What follows belongs to an exercise in optimizing a design on an open flow for small area, a short achievable clock period and few clock cycles per item; a production flow would make more cautious choices.
Only simulation tests tie the RTL to the original design; equivalence was not proved.

==> build 16: inputs <==
// requant_pack
module requant_pack
#(
  parameter int OUT_LANES = requant_pack_pkg::OUT_LANES
) (
  input  logic               clk,
  input  logic               reset,
  input  logic               cfg_we,
  input  logic [31:0]        cfg_multiplier,
  input  logic [5:0]         cfg_shift,
  input  logic [31:0]        cfg_out_offset,
  input  logic [7:0]         cfg_act_min,
  input  logic [7:0]         cfg_act_max,
  input  logic               in_valid,
  output logic               in_ready,
  input  logic [31:0]        in_acc,
  input  logic [31:0]        in_bias,
  input  logic               in_last,
  output logic               out_valid,
  input  logic               out_ready,
  output logic [8*OUT_LANES-1:0] out_data,
  output logic [OUT_LANES-1:0]   out_keep,
  output logic               busy
);
==> flow/config.mk <==
export PLATFORM = sky130hd
export DESIGN_NAME = requant_pack
export DESIGN_NICKNAME = requant_pack
export VERILOG_FILES = /design/flow/design.v
export SDC_FILE = /design/flow/constraint.sdc
export NUM_CORES = 4
export LEC_CHECK = 0
export CAP_MARGIN = 20
export CORE_MARGIN = 2
export CORE_UTILIZATION = 60
export SLEW_MARGIN = 20
export SYNTH_HIERARCHICAL = 1
==> flow/constraint.sdc <==
create_clock -name core_clock -period 13.0 [get_ports {clk}]
set_input_delay 2.6000 -clock core_clock [delete_from_list [all_inputs] [get_ports {clk}]]
set_output_delay 2.6000 -clock core_clock [all_outputs]
set_load 0.01 [all_outputs]
standard.sh (not shown) runs the stock make flow with config.mk's settings and CLKGATE_MAP_FILE= SYNTH_SCRIPT=/design/flow/synth_recipe.tcl, a recipe that flattens the netlist after the stock synthesis.
==> flow/flow/run.sh <==
#!/bin/bash
# Layout flow: the standard ORFS layout (standard.sh, unchanged synthesis), with the
# timing repair steps aiming at a setup slack of SETUP_SLACK_MARGIN ns at the design's
# clock period, so that gates on the critical paths get sized for a shorter achieved period.
# Each step's full output goes to a log file in the work folder.
set -euo pipefail
MARGIN=$(cat flow/margin.txt)
bash standard.sh synth > log_synth.txt 2>&1
bash standard.sh SETUP_SLACK_MARGIN=$MARGIN finish > log_layout.txt 2>&1
==> flow/flow/margin.txt <==
8
==> trial 95 (differences from build 16) <==
--- a/flow/design.v
+++ b/flow/design.v
@@ -6,15 +6,17 @@
   localparam logic [31:0] RST_OFF   = 32'd0;
   localparam logic [7:0]  RST_MIN   = 8'h80;
   localparam logic [7:0]  RST_MAX   = 8'h7F;
 endpackage
 module requant_decode (
   input  logic [5:0]  i_e,
+  output logic [31:0] o_keepLow,     
   output logic [63:0] o_stickyMask   
 );
   always_comb begin
+    for (int j = 0; j < 32; j++) o_keepLow[j] = i_e[5] || (j <= int'(i_e[4:0]));
     for (int j = 0; j < 64; j++) o_stickyMask[j] = (j >= 31) && (j + 2 <= int'(i_e));
   end
 endmodule
 module requant_stage_a (
   input  logic [31:0] i_acc,
   input  logic [31:0] i_bias,
@@ -22,64 +24,58 @@
 );
   assign o_s = i_acc + i_bias;
 endmodule
 module requant_stage_b (
   input  logic [31:0] i_s,
   input  logic [31:0] i_mult,
+  input  logic [31:0] i_keepLow,
   input  logic [3:0]  i_sp1h,        
   input  logic [7:0]  i_sp4h,        
-  input  logic [3:0]  i_le1,         
-  input  logic [7:0]  i_lt4,         
   output logic [requant_pack_pkg::CS_BITS-1:0] o_cs,
   output logic        o_spec
 );
   logic        w_sign;             
-  logic [31:0] w_keepLow;          
-  logic [31:0] w_signSel;          
+  logic [31:0] w_signSel;
   logic [7:0]  w_grp;
   logic [31:0] w_x;
   always_comb begin
-    for (int j = 0; j < 32; j++) begin
-      w_signSel[j] = i_sp4h[(31 - j) / 4] && i_sp1h[(31 - j) % 4];
-      w_keepLow[j] = i_lt4[(31 - j) / 4] || (i_sp4h[(31 - j) / 4] && i_le1[(31 - j) % 4]);
-    end
+    for (int j = 0; j < 32; j++) w_signSel[j] = i_sp4h[(31 - j) / 4] && i_sp1h[(31 - j) % 4];
     for (int b = 0; b < 8; b++) begin
       w_grp[b] = 1'b0;
       for (int a = 0; a < 4; a++) w_grp[b] = w_grp[b] | (i_sp1h[a] & i_s[31 - 4*b - a]);
     end
   end
   assign w_sign = |(w_grp & i_sp4h);
   always_comb begin
-    for (int j = 0; j < 32; j++) w_x[j] = w_keepLow[j] ? i_s[j] : w_sign;
+    for (int j = 0; j < 32; j++) w_x[j] = i_keepLow[j] ? i_s[j] : w_sign;
   end
   assign o_spec = (i_mult == 32'h8000_0000) && w_sign
-                  && ((i_s & w_keepLow & ~w_signSel) == 32'd0);
+                  && ((i_s & i_keepLow & ~w_signSel) == 32'd0);
   requant_mul_hi u_mul (
     .x    (w_x),
     .m    (i_mult),
     .o_cs (o_cs)
   );
 endmodule
 module requant_stage_c (
   input  logic [requant_pack_pkg::CS_BITS-1:0] i_cs,
   input  logic        i_spec,
   input  logic [5:0]  i_e,           
   input  logic [63:0] i_stickyMask,
-  output logic [35:0] o_t,
+  output logic [39:0] o_t,
   output logic        o_rc1,
   output logic        o_rc0
 );
   logic        w_shNeg;
   logic [5:0]  w_e;
   logic [63:0] w_pa, w_pb;
   logic [63:0] w_q;
   logic [96:0] w_l0;
   logic [63:0] w_l5;
   logic [47:0] w_l4;
   logic [39:0] w_l3;
-  logic [35:0] w_l2;
   logic        w_sticky, w_ones, w_r, w_ylt0, w_kill, w_ovr;
   assign w_shNeg = i_e[5];
   assign w_e     = i_e;
   requant_mul_lo u_mul (
     .i_cs (i_cs),
     .p_a  (w_pa),
@@ -88,16 +84,15 @@
   assign w_q  = w_pa + w_pb;
   assign w_l0 = {{32{w_q[63]}}, w_q, 1'b0};
   always_comb begin
     for (int j = 0; j < 64; j++) w_l5[j] = w_e[5] ? w_l0[j + 32] : w_l0[j];
     for (int j = 0; j < 48; j++) w_l4[j] = w_e[4] ? w_l5[j + 16] : w_l5[j];
     for (int j = 0; j < 40; j++) w_l3[j] = w_e[3] ? w_l4[j + 8]  : w_l4[j];
-    for (int j = 0; j < 36; j++) w_l2[j] = w_e[2] ? w_l3[j + 4]  : w_l3[j];
   end
   assign w_ovr = i_spec && !w_shNeg;
-  assign o_t   = w_l2 ^ {36{w_ovr}};
+  assign o_t   = w_l3 ^ {40{w_ovr}};
   assign w_sticky = |(w_q & i_stickyMask);
   assign w_ones   = &(w_q | ~i_stickyMask);
   assign w_r      = w_q[30];
   assign w_ylt0   = w_q[63] && !((&w_q[63:31]) && w_r);
   assign w_kill   = i_spec && (!w_shNeg || i_e == 6'd63);
   always_comb begin
@@ -114,52 +109,42 @@
       o_rc1 = 1'b1;
       o_rc0 = w_ones;
     end
   end
 endmodule
 module requant_stage_d (
-  input  logic [35:0] i_t,
-  input  logic [1:0]  i_e,           
+  input  logic [39:0] i_t,
+  input  logic [2:0]  i_e,           
   input  logic        i_rc1,
   input  logic        i_rc0,
   input  logic [31:0] i_off,
   input  logic [7:0]  i_min,
   input  logic [7:0]  i_max,
   output logic [7:0]  o_res
 );
+  logic [2:0]  w_e;
+  logic [35:0] w_l2;
   logic [33:0] w_l1;
   logic [32:0] w_y;
-  logic [31:0] w_x;
+  logic [31:0] w_z0;
   logic        w_rc;
   logic [32:0] w_sum;
   logic [31:0] w_w;
-  logic [8:0]  w_lo7s;
-  logic [7:0]  w_lo7;        
-  logic [31:0] w_p;
-  logic        w_zero, w_ones, w_inRange;
+  logic        w_inRange;     
   logic        w_ltMin, w_gtMax, w_minGtMax, w_top;
+  assign w_e = i_e;
   always_comb begin
-    for (int j = 0; j < 34; j++) w_l1[j] = i_e[1] ? i_t[j + 2]  : i_t[j];
-    for (int j = 0; j < 33; j++) w_y[j]  = i_e[0] ? w_l1[j + 1] : w_l1[j];
+    for (int j = 0; j < 36; j++) w_l2[j] = w_e[2] ? i_t[j + 4]  : i_t[j];
+    for (int j = 0; j < 34; j++) w_l1[j] = w_e[1] ? w_l2[j + 2] : w_l2[j];
+    for (int j = 0; j < 33; j++) w_y[j]  = w_e[0] ? w_l1[j + 1] : w_l1[j];
   end
-  assign w_x  = w_y[32:1];
+  assign w_z0 = w_y[32:1];
   assign w_rc = w_y[0] ? i_rc1 : i_rc0;
-  assign w_sum  = {w_x, 1'b1} + {i_off, w_rc};
-  assign w_w    = w_sum[32:1];
-  assign w_lo7s = {1'b0, w_x[6:0], 1'b1} + {1'b0, i_off[6:0], w_rc};
-  assign w_lo7  = w_lo7s[8:1];
-  assign w_p   = w_x ^ i_off;
-  always_comb begin
-    w_zero = (w_p[7] == w_lo7[7]);
-    w_ones = (w_p[7] != w_lo7[7]);
-    for (int i = 8; i < 32; i++) begin
-      w_zero = w_zero && (w_p[i] == (w_x[i-1] | i_off[i-1]));
-      w_ones = w_ones && (w_p[i] != (w_x[i-1] & i_off[i-1]));
-    end
-  end
-  assign w_inRange  = w_zero || w_ones;
+  assign w_sum      = {w_z0, 1'b1} + {i_off, w_rc};
+  assign w_w        = w_sum[32:1];
+  assign w_inRange  = (&w_w[31:7]) || !(|w_w[31:7]);
   assign w_ltMin    = w_inRange ? ($signed(w_w[7:0]) < $signed(i_min)) : w_w[31];
   assign w_gtMax    = w_inRange ? ($signed(w_w[7:0]) > $signed(i_max)) : !w_w[31];
   assign w_minGtMax = $signed(i_min) > $signed(i_max);
   assign w_top      = w_ltMin ? w_minGtMax : w_gtMax;
   assign o_res      = w_top ? i_max : (w_ltMin ? i_min : w_w[7:0]);
 endmodule
@@ -3458,14 +3443,12 @@
   output logic               busy
 );
   logic [31:0] r_mult;
   logic [5:0]  r_e;           
   logic [3:0]  r_sp1h;        
   logic [7:0]  r_sp4h;        
-  logic [3:0]  r_le1;         
-  logic [7:0]  r_lt4;         
   logic [4:0]  w_cfgSp;
   logic [31:0] r_off;
   logic [7:0]  r_min;
   logic [7:0]  r_max;
   logic [1:0]  r_inLane;      
   logic [1:0]  r_words;       
@@ -3477,24 +3460,20 @@
   assign busy      = r_busy;
   assign w_cfgSp = cfg_shift[5] ? 5'd0 : cfg_shift[4:0];
   always_ff @(posedge clk) begin
     if (!reset) begin
       r_sp1h  <= 4'b0001;
       r_sp4h  <= 8'b0000_0001;
-      r_le1   <= 4'b1111;
-      r_lt4   <= 8'b1111_1110;
       r_mult  <= requant_pack_pkg::RST_MULT;
       r_e     <= 6'd31 - requant_pack_pkg::RST_SHIFT;
       r_off   <= requant_pack_pkg::RST_OFF;
       r_min   <= requant_pack_pkg::RST_MIN;
       r_max   <= requant_pack_pkg::RST_MAX;
     end else if (cfg_we && !r_busy) begin
       r_sp1h  <= 4'b0001 << w_cfgSp[1:0];
       r_sp4h  <= 8'b0000_0001 << w_cfgSp[4:2];
-      r_le1   <= 4'b1111 << w_cfgSp[1:0];
-      r_lt4   <= 8'b1111_1110 << w_cfgSp[4:2];
       r_mult  <= cfg_multiplier;
       r_e     <= 6'd31 - cfg_shift;
       r_off   <= cfg_out_offset;
       r_min   <= cfg_act_min;
       r_max   <= cfg_act_max;
     end
@@ -3512,36 +3491,37 @@
       if (w_accept) r_inLane <= in_last ? 2'd0 : r_inLane + 2'd1;
       r_words <= w_wordsNext;
       r_busy  <= (w_wordsNext != 2'd0);
     end
   end
   localparam int CSB = requant_pack_pkg::CS_BITS;
+  logic [31:0]     w_keepLow;
   logic [63:0]     w_stickyMask;
   logic [31:0]     w_s, r_s;
   logic [CSB-1:0]  w_cs, r_cs;
   logic            w_spec, r_specB;
-  logic [35:0]     w_t, r_t;
+  logic [39:0]     w_t, r_t;
   logic            w_rc1, r_rc1, w_rc0, r_rc0;
   logic [7:0]      w_res;
   logic            r_vA, r_lA, r_vB, r_lB;
   requant_decode u_dec (
     .i_e          (r_e),
+    .o_keepLow    (w_keepLow),
     .o_stickyMask (w_stickyMask)
   );
   requant_stage_a u_a (
     .i_acc  (in_acc),
     .i_bias (in_bias),
     .o_s    (w_s)
   );
   requant_stage_b u_b (
     .i_s       (r_s),
     .i_mult    (r_mult),
+    .i_keepLow (w_keepLow),
     .i_sp1h    (r_sp1h),
     .i_sp4h    (r_sp4h),
-    .i_le1     (r_le1),
-    .i_lt4     (r_lt4),
     .o_cs      (w_cs),
     .o_spec    (w_spec)
   );
   requant_stage_c u_c (
     .i_cs         (r_cs),
     .i_spec       (r_specB),
@@ -3550,13 +3530,13 @@
     .o_t          (w_t),
     .o_rc1        (w_rc1),
     .o_rc0        (w_rc0)
   );
   requant_stage_d u_d (
     .i_t     (r_t),
-    .i_e     (r_e[1:0]),
+    .i_e     (r_e[2:0]),
     .i_rc1   (r_rc1),
     .i_rc0   (r_rc0),
     .i_off (r_off),
     .i_min (r_min),
     .i_max (r_max),
     .o_res (w_res)
==> flow/run.sh (new file) <==
#!/bin/bash
# synth_recipe.tcl (not shown) runs the flow's synth.tcl, then flattens the netlist and writes it again
# the make line also repeats each setting of config.mk as NAME=value (left out here)
make -C /OpenROAD-flow-scripts/flow DESIGN_CONFIG=/design/flow/config.mk WORK_HOME=/design/flow/orfs CLKGATE_MAP_FILE= SYNTH_SCRIPT=/design/flow/synth_recipe.tcl finish
removed: flow/flow/run.sh
removed: flow/flow/margin.txt
removed: flow/standard.sh
==> comparison <==
Via count: trial 95 is higher than build 16 (about 3.7%).
First-iteration DRC count: trial 95 is lower than build 16 (about 3.7%).
Of build 16 and trial 95, build 16 has the higher clock skew (gap 17 ps).
Non-clock buffer count: build 16 is higher than trial 95 (67).
Of build 16 and trial 95, trial 95 has the higher hold slack (gap 5.7 ps).
Trial 95 completed without violations. Build 16 finished with timing, DRC and antenna clean.
Against trial 95, the register-to-register slack of build 16 is higher by 1800 ps.
Of build 16 and trial 95, build 16 has the higher clock-buffer cell count (gap 17).
==> figures <==
	build 16	trial 95
Outcome	complete, no violations	complete, no violations
Largest net degree at the start of global routing	92	94
Crit-path slowest cell	sky130_fd_sc_hd__fa_2	sky130_fd_sc_hd__a221oi_1
Worst path arrival time	5700 ps	7460 ps
Crit path largest cell delay	630 ps	860 ps
Maximum operating frequency	195 MHz	144 MHz
Net total in the final layout	6367	6377
Peak fanout along the critical path	7	38
Antenna violations before repair	3	1
Number of sinks on the clock net	495	491
Layout Cells excl Fill	6745	6801
Cts bufs inserted	58	56
Die outline area	90900 um^2	92400 um^2
Testbench counts of build 16, summed over its fixed seeds: cycles 8,418, items 8,178.
Testbench counts of trial 95, summed over its fixed seeds: cycles 8,418, items 8,178.

[port drivers added, routing unchanged]
The results above use ideal ports. As a check the final layouts listed here were re-extracted and re-timed, cells and wires unchanged.
Step 1, drivers: a clkbuf_16 drives clk and a buf_2 each remaining input, both assumed.
Step 2, shift: input delay + t, output delay - t, t = (earliest + latest rising clock arrival at the registers) / 2. This alone moves slack from input paths to output paths.
Slacks: ideal ports / drivers / drivers and shift; pairs: ideal ports / drivers.
| run | shift t [ns] | setup WS [ns] | worst setup path at the end | worst slew at a driven data input, ns |
|---|---|---|---|---|
| build 16 | 0.742 | 7.864 / 7.864 / 7.551 | input to register | 0.09 |
| trial 95 | 0.746 | 6.072 / 6.072 / 6.072 | register to register | 0.08 |
After both steps every run listed still meets setup and hold. The setup slack of build 16, which loses most, moves by 0.000 ns with the drivers and by -0.313 ns with both steps.
